Context: an optimization exercise on an open-source flow, tuned for small area, a short achievable clock period and few clock cycles per item. The choices shown serve that exercise and are no tape-out recipe.
Where RTL was checked, it was by simulation tests only, not by an equivalence proof against the original.
No activity file was given, so power comes from the tool's default toggle rates.

the previous run:
==> flow/design.v <==
package sfid_pkg;
	localparam int VALUE_W = 11;
	localparam int TDATA_W = 16;
	localparam int WORD_W   = 64;
	localparam int BIT_W    = 6;
	localparam logic OP_TAKE = 1'b0;
	localparam logic OP_GIVE = 1'b1;
	localparam logic ST_IDLE   = 1'b0;
	localparam logic ST_MODIFY = 1'b1;
endpackage
import sfid_pkg::*;
module smallest_free_id_allocator #(
	parameter int VALUE_MAX = 1024
) (
	input  logic               clk,
	input  logic               arst_n,
	input  logic               s_tvalid,
	output logic               s_tready,
	input  logic [TDATA_W-1:0] s_tdata,    
	input  logic               s_tuser,    
	output logic               m_tvalid,
	input  logic               m_tready,
	output logic [TDATA_W-1:0] m_tdata,    
	output logic               m_tuser     
);
	localparam int NWORDS  = (VALUE_MAX + WORD_W) / WORD_W;
	localparam int WIDX_W  = (NWORDS > 1) ? $clog2(NWORDS) : 1;
	localparam int FRESH_W = $clog2(VALUE_MAX + 2);
	function automatic logic [NWORDS-1:0] lowest_w(input logic [NWORDS-1:0] v);
		logic              seen;
		logic [NWORDS-1:0] r;
		seen = 1'b0;
		for (int i = 0; i < NWORDS; i++) begin
			r[i] = v[i] && !seen;
			seen = seen | v[i];
		end
		lowest_w = r;
	endfunction
	logic               s_tready_q;
	logic               in_v_q;
	logic               in_op_q;
	logic [BIT_W-1:0]   in_bit_q;            
	logic [NWORDS-1:0]  in_dec_q;            
	logic [WIDX_W-1:0]  in_val_w_q;          
	logic               in_ok_q;             
	logic               in_low_q;            
	logic               in_same_q;           
	logic [NWORDS-1:0]  wen_q;               
	logic               wbh_q;               
	logic [NWORDS-1:0]  rsel_q;              
	logic               hd_v_q, sk_v_q;
	logic [VALUE_W-1:0] hd_val_q, sk_val_q;
	logic               hd_exh_q, sk_exh_q;
	logic [FRESH_W-1:0] fresh_q;
	logic [NWORDS-1:0]  flag_q;              
	logic [NWORDS-1:0]  low_q;               
	logic               any_q;               
	logic [WORD_W-1:0]  hot_q;               
	logic               two_q;               
	logic [NWORDS-1:0]  f2_q;                
	logic               pend_v_q;
	logic [WIDX_W-1:0]  pend_w_q;
	logic [7:0]         pend_g_q;
	logic [NWORDS*WORD_W-1:0] mem_q;         
	logic               take, give, tk_hit, gv_hit, drain, accept;
	logic               fresh_ok, fresh_inc;
	logic [FRESH_W-1:0] fresh_d;
	logic [NWORDS-1:0]  low2, low3;
	logic [WORD_W-1:0]  gv_bit;
	logic [WORD_W-1:0]  rd_word;
	logic [WORD_W-1:0]  below;
	logic [WORD_W-1:0]  hot_rest;
	logic [WORD_W-1:0]  hot_low;
	logic               hot_three;           
	logic [NWORDS-1:0]  f2_d, f2;
	logic [NWORDS-1:0]  pend_dec;
	logic [7:0]         gv_g;
	logic [BIT_W-1:0]   hot_idx;
	logic [WIDX_W-1:0]  low_idx;
	logic [WORD_W-1:0]  wr_data;
	logic [NWORDS-1:0]  flag_d, low_d, low2_d;
	logic               any_d, two_d;
	logic               in_v_d, in_op_d, sk_v_d;
	logic [VALUE_W-1:0] s_val;
	logic [NWORDS-1:0]  s_dec, s_below;
	logic               s_ok, s_low, s_same, s_give;
	logic [VALUE_W-1:0] res_val;
	logic               res_exh;
	logic               push, pop;
	assign take     = in_v_q && (in_op_q == OP_TAKE) && !sk_v_q;
	assign give     = in_v_q && (in_op_q == OP_GIVE);
	assign tk_hit   = take && any_q;
	assign gv_hit   = give && in_ok_q;
	assign drain    = tk_hit && !two_q;
	assign s_tready = s_tready_q;
	assign accept   = s_tvalid && s_tready_q;
	assign in_v_d  = accept || (in_v_q && !take && !give);
	assign in_op_d = accept ? s_tuser : in_op_q;
	assign fresh_ok  = (32'(fresh_q) <= VALUE_MAX);
	assign fresh_inc = take && !any_q && fresh_ok;
	assign fresh_d   = fresh_inc ? fresh_q + FRESH_W'(1) : fresh_q;
	assign s_val  = s_tdata[VALUE_W-1:0];
	assign s_give = accept && (s_tuser == OP_GIVE);
	assign s_ok   = (s_val != '0) && (fresh_inc ? (32'(s_val) <= 32'(fresh_q))
	                                            : (32'(s_val) < 32'(fresh_q)));
	always_comb begin
		for (int i = 0; i < NWORDS; i++) begin
			s_dec[i]   = (32'(s_val >> BIT_W) == i);
			s_below[i] = (32'(s_val >> BIT_W) > i);
		end
	end
	assign s_low  = !(|(flag_d & s_below));
	assign s_same = |(low_d & s_dec);
	always_ff @(posedge clk or negedge arst_n) begin
		if (!arst_n) begin
			s_tready_q <= 1'b0;
			in_v_q     <= 1'b0;
		end else begin
			s_tready_q <= !in_v_d || in_op_d || !sk_v_d;
			in_v_q     <= in_v_d;
		end
	end
	always_ff @(posedge clk) begin
		if (accept) begin
			in_op_q  <= s_tuser;
			in_bit_q <= s_val[BIT_W-1:0];
			in_dec_q <= s_dec;
			in_val_w_q <= WIDX_W'(s_val >> BIT_W);
			in_ok_q  <= s_ok;
		end
		in_low_q  <= s_low;
		in_same_q <= s_same;
		wen_q     <= s_give ? (s_low ? (s_same ? '0 : low_d) : s_dec) : '0;
		wbh_q     <= s_low;
		rsel_q    <= (in_op_d == OP_GIVE) ? (s_dec & flag_d) : low2_d;
	end
	logic [WORD_W-1:0] pre;
	always_comb begin
		pre = hot_q;
		for (int k = 1; k < WORD_W; k = k * 2) begin
			for (int i = 0; i < WORD_W; i++) begin
				if ((i / k) % 2 == 1) begin
					pre[i] = pre[i] | pre[(i / k) * k - 1];
				end
			end
		end
		below = {pre[WORD_W-2:0], 1'b0};
	end
	assign hot_rest = hot_q & below;
	assign hot_low  = hot_q & ~below;
	logic [WORD_W-1:0] ha, ht, hh;
	always_comb begin
		ha = hot_q;
		ht = '0;
		hh = '0;
		for (int n = WORD_W / 2; n >= 1; n = n / 2) begin
			for (int i = 0; i < n; i++) begin
				hh[i] = hh[2*i] | hh[2*i+1] | (ht[2*i] & ha[2*i+1]) | (ha[2*i] & ht[2*i+1]);
				ht[i] = ht[2*i] | ht[2*i+1] | (ha[2*i] & ha[2*i+1]);
				ha[i] = ha[2*i] | ha[2*i+1];
			end
		end
		hot_three = hh[0];
	end
	logic [WORD_W-1:0]       ia;
	logic [WORD_W*BIT_W-1:0] ix;
	always_comb begin
		ia = hot_q;
		ix = '0;
		for (int l = 0; l < BIT_W; l++) begin
			for (int i = 0; i < (WORD_W >> (l + 1)); i++) begin
				ix[i*BIT_W +: BIT_W] = ia[2*i] ? ix[2*i*BIT_W +: BIT_W]
				                               : (ix[(2*i+1)*BIT_W +: BIT_W] | BIT_W'(1 << l));
				ia[i] = ia[2*i] | ia[2*i+1];
			end
		end
		hot_idx = ix[BIT_W-1:0];
	end
	always_comb begin
		low_idx = '0;
		for (int i = 0; i < NWORDS; i++) begin
			if (low_q[i]) begin
				low_idx = low_idx | WIDX_W'(i);
			end
		end
		for (int i = 0; i < WORD_W; i++) begin
			gv_bit[i] = (in_bit_q == BIT_W'(i));
		end
	end
	assign low2 = lowest_w(flag_q & ~low_q);
	assign low3 = lowest_w(flag_q & ~low_q & ~low2);
	always_comb begin
		for (int g = 0; g < 8; g++) begin
			gv_g[g] = |(rd_word[g*8 +: 8] & ~gv_bit[g*8 +: 8]);
		end
		for (int i = 0; i < NWORDS; i++) begin
			pend_dec[i] = pend_v_q && (32'(pend_w_q) == i);
		end
	end
	assign f2 = (f2_q & ~pend_dec) | ((|pend_g_q) ? pend_dec : '0);
	always_comb begin
		rd_word = '0;
		for (int i = 0; i < NWORDS; i++) begin
			rd_word = rd_word | (rsel_q[i] ? mem_q[i*WORD_W +: WORD_W] : '0);
		end
	end
	assign wr_data = wbh_q ? hot_q : (rd_word | gv_bit);
	generate
		for (genvar w = 0; w < NWORDS; w++) begin : g_word
			for (genvar b = 0; b < WORD_W; b++) begin : g_bit
				if (w * WORD_W + b >= 1 && w * WORD_W + b <= VALUE_MAX) begin : g_used
					always_ff @(posedge clk) begin
						if (wen_q[w] && in_ok_q) begin
							mem_q[w*WORD_W+b] <= wr_data[b];
						end
					end
				end else begin : g_unused
					assign mem_q[w*WORD_W+b] = 1'b0;
				end
			end
		end
	endgenerate
	always_comb begin
		flag_d = flag_q;
		low_d  = low_q;
		any_d  = any_q;
		low2_d = low2;
		two_d  = two_q;
		f2_d   = f2;
		if (tk_hit) begin
			if (two_q) begin
				two_d  = hot_three;
			end else begin
				flag_d = flag_q & ~low_q;
				low_d  = low2;
				any_d  = |low2;
				low2_d = low3;
				two_d  = |(f2 & low2);
			end
		end
		if (gv_hit) begin
			flag_d = flag_q | in_dec_q;
			any_d  = 1'b1;
			if (in_low_q) begin
				f2_d   = (f2 & ~low_q) | (two_q ? low_q : '0);
				low_d  = in_dec_q;
				low2_d = lowest_w((flag_q | in_dec_q) & ~in_dec_q);
				two_d  = in_same_q && |(hot_q & ~gv_bit);
			end else begin
				low2_d = lowest_w((flag_q | in_dec_q) & ~low_q);
			end
		end
	end
	always_ff @(posedge clk or negedge arst_n) begin
		if (!arst_n) begin
			fresh_q <= FRESH_W'(1);
			flag_q  <= '0;
			low_q   <= '0;
			any_q   <= 1'b0;
			two_q   <= 1'b0;
			f2_q    <= '0;
		end else begin
			fresh_q <= fresh_d;
			flag_q  <= flag_d;
			low_q   <= low_d;
			any_q   <= any_d;
			two_q   <= two_d;
			f2_q    <= f2_d;
		end
	end
	always_ff @(posedge clk or negedge arst_n) begin
		if (!arst_n) begin
			pend_v_q <= 1'b0;
		end else begin
			pend_v_q <= gv_hit && !in_low_q;
		end
	end
	always_ff @(posedge clk) begin
		pend_w_q <= WIDX_W'(in_val_w_q);
		pend_g_q <= gv_g;
	end
	always_ff @(posedge clk) begin
		if (tk_hit) begin
			hot_q <= two_q ? hot_rest : rd_word;
		end else if (gv_hit && in_low_q && !in_same_q) begin
			hot_q <= gv_bit;
		end else begin
			hot_q <= hot_q | ((gv_hit && in_same_q) ? gv_bit : '0);
		end
	end
	assign res_val = any_q ? VALUE_W'((32'(low_idx) << BIT_W) | 32'(hot_idx))
	                       : (fresh_ok ? VALUE_W'(fresh_q) : '0);
	assign res_exh = !any_q && !fresh_ok;
	assign push    = take;
	assign pop     = hd_v_q && m_tready;
	assign sk_v_d  = (!hd_v_q || pop) ? 1'b0 : (sk_v_q || push);
	always_ff @(posedge clk or negedge arst_n) begin
		if (!arst_n) begin
			hd_v_q <= 1'b0;
			sk_v_q <= 1'b0;
		end else begin
			if (!hd_v_q || pop) begin
				hd_v_q <= push || sk_v_q;
			end
			sk_v_q <= sk_v_d;
		end
	end
	always_ff @(posedge clk) begin
		if (!hd_v_q || pop) begin
			if (sk_v_q) begin
				hd_val_q <= sk_val_q;
				hd_exh_q <= sk_exh_q;
			end else begin
				hd_val_q <= res_val;
				hd_exh_q <= res_exh;
			end
		end
		if (push) begin
			sk_val_q <= res_val;
			sk_exh_q <= res_exh;
		end
	end
	assign m_tvalid = hd_v_q;
	assign m_tdata  = TDATA_W'(hd_val_q);
	assign m_tuser  = hd_exh_q;
endmodule
make LEC_CHECK=0 CAP_MARGIN=20 CORE_MARGIN=2 CORE_UTILIZATION=65 CTS_CLUSTER_DIAMETER=90 CTS_CLUSTER_SIZE=24 PLACE_DENSITY=0.72 SETUP_SLACK_MARGIN=3.0 SLEW_MARGIN=20 finish   # period 6.0 ns
run.sh (not shown) runs the stock make flow with config.mk's settings and CLKGATE_MAP_FILE= SYNTH_SCRIPT=/design/flow/synth_recipe.tcl, a recipe that flattens the netlist after the stock synthesis.
Edits applied to the flow inputs when going from the previous run to the current run:
--- a/flow/design.v
+++ b/flow/design.v
@@ -129,9 +129,9 @@
 			in_ok_q  <= s_ok;
 		end
 		in_low_q  <= s_low;
 		in_same_q <= s_same;
-		wen_q     <= s_give ? (s_low ? (s_same ? '0 : low_d) : s_dec) : '0;
+		wen_q     <= (s_give && s_ok) ? (s_low ? (s_same ? '0 : low_d) : s_dec) : '0;
 		wbh_q     <= s_low;
 		rsel_q    <= (in_op_d == OP_GIVE) ? (s_dec & flag_d) : low2_d;
 	end
 	logic [WORD_W-1:0] pre;
@@ -209,9 +209,9 @@
 		for (genvar w = 0; w < NWORDS; w++) begin : g_word
 			for (genvar b = 0; b < WORD_W; b++) begin : g_bit
 				if (w * WORD_W + b >= 1 && w * WORD_W + b <= VALUE_MAX) begin : g_used
 					always_ff @(posedge clk) begin
-						if (wen_q[w] && in_ok_q) begin
+						if (wen_q[w]) begin
 							mem_q[w*WORD_W+b] <= wr_data[b];
 						end
 					end
 				end else begin : g_unused
## What came out
Looking at the reports, the current run completed the entire flow and the layout it produced met the timing, DRC and antenna checks. Delta (the current run minus the previous run): combinational fraction of design power grew by 5.7 points, total power draw now larger. The current run vs. the previous run: critical path depth went down by 1. | fraction of the mapped netlist area in adder cells | the current run vs the previous run | ≈ equal |. The area after synthesis of the current run is lower than that of the previous run. Final worst-path cycle share delta for the current run relative to the previous run: 0.33 points higher. Sequential share of layout area (lower): the previous run.
Testbench counts of the current run, summed over its fixed seeds: cycles 19,280, items 19,264.
The RTL of the previous run was laid out without a check of its function.

-- afterwards: timing with drivers on the ports --
Ports are ideal in the flow. The routed layouts listed here were re-timed in OpenROAD. Step 1 (the two cells are an assumption about what drives the block):
set clk [get_ports {clk}]
set_driving_cell -lib_cell sky130_fd_sc_hd__clkbuf_16 $clk
set_driving_cell -lib_cell sky130_fd_sc_hd__buf_2 [delete_from_list [all_inputs] $clk]
Step 2 also shifts input and output timing later by t, the mid clock arrival at the registers, as if the neighbouring blocks saw the same clock. Three values: ideal, step 1, step 2; two values: the first two.
run | shift t [ns] | slack for setup (ns) | worst setup path at the end | latest minus earliest clock arrival (ns)
the previous run | 0.774 | 2.841 / 2.841 / 2.189 | input to register | 0.094 / 0.095
the current run | 0.766 | 2.821 / 2.821 / 2.126 | input to register | 0.063 / 0.063
After both steps every run listed still meets setup and hold. The setup slack of the current run, which loses most, moves by 0.000 ns with the drivers and by -0.695 ns with both steps.
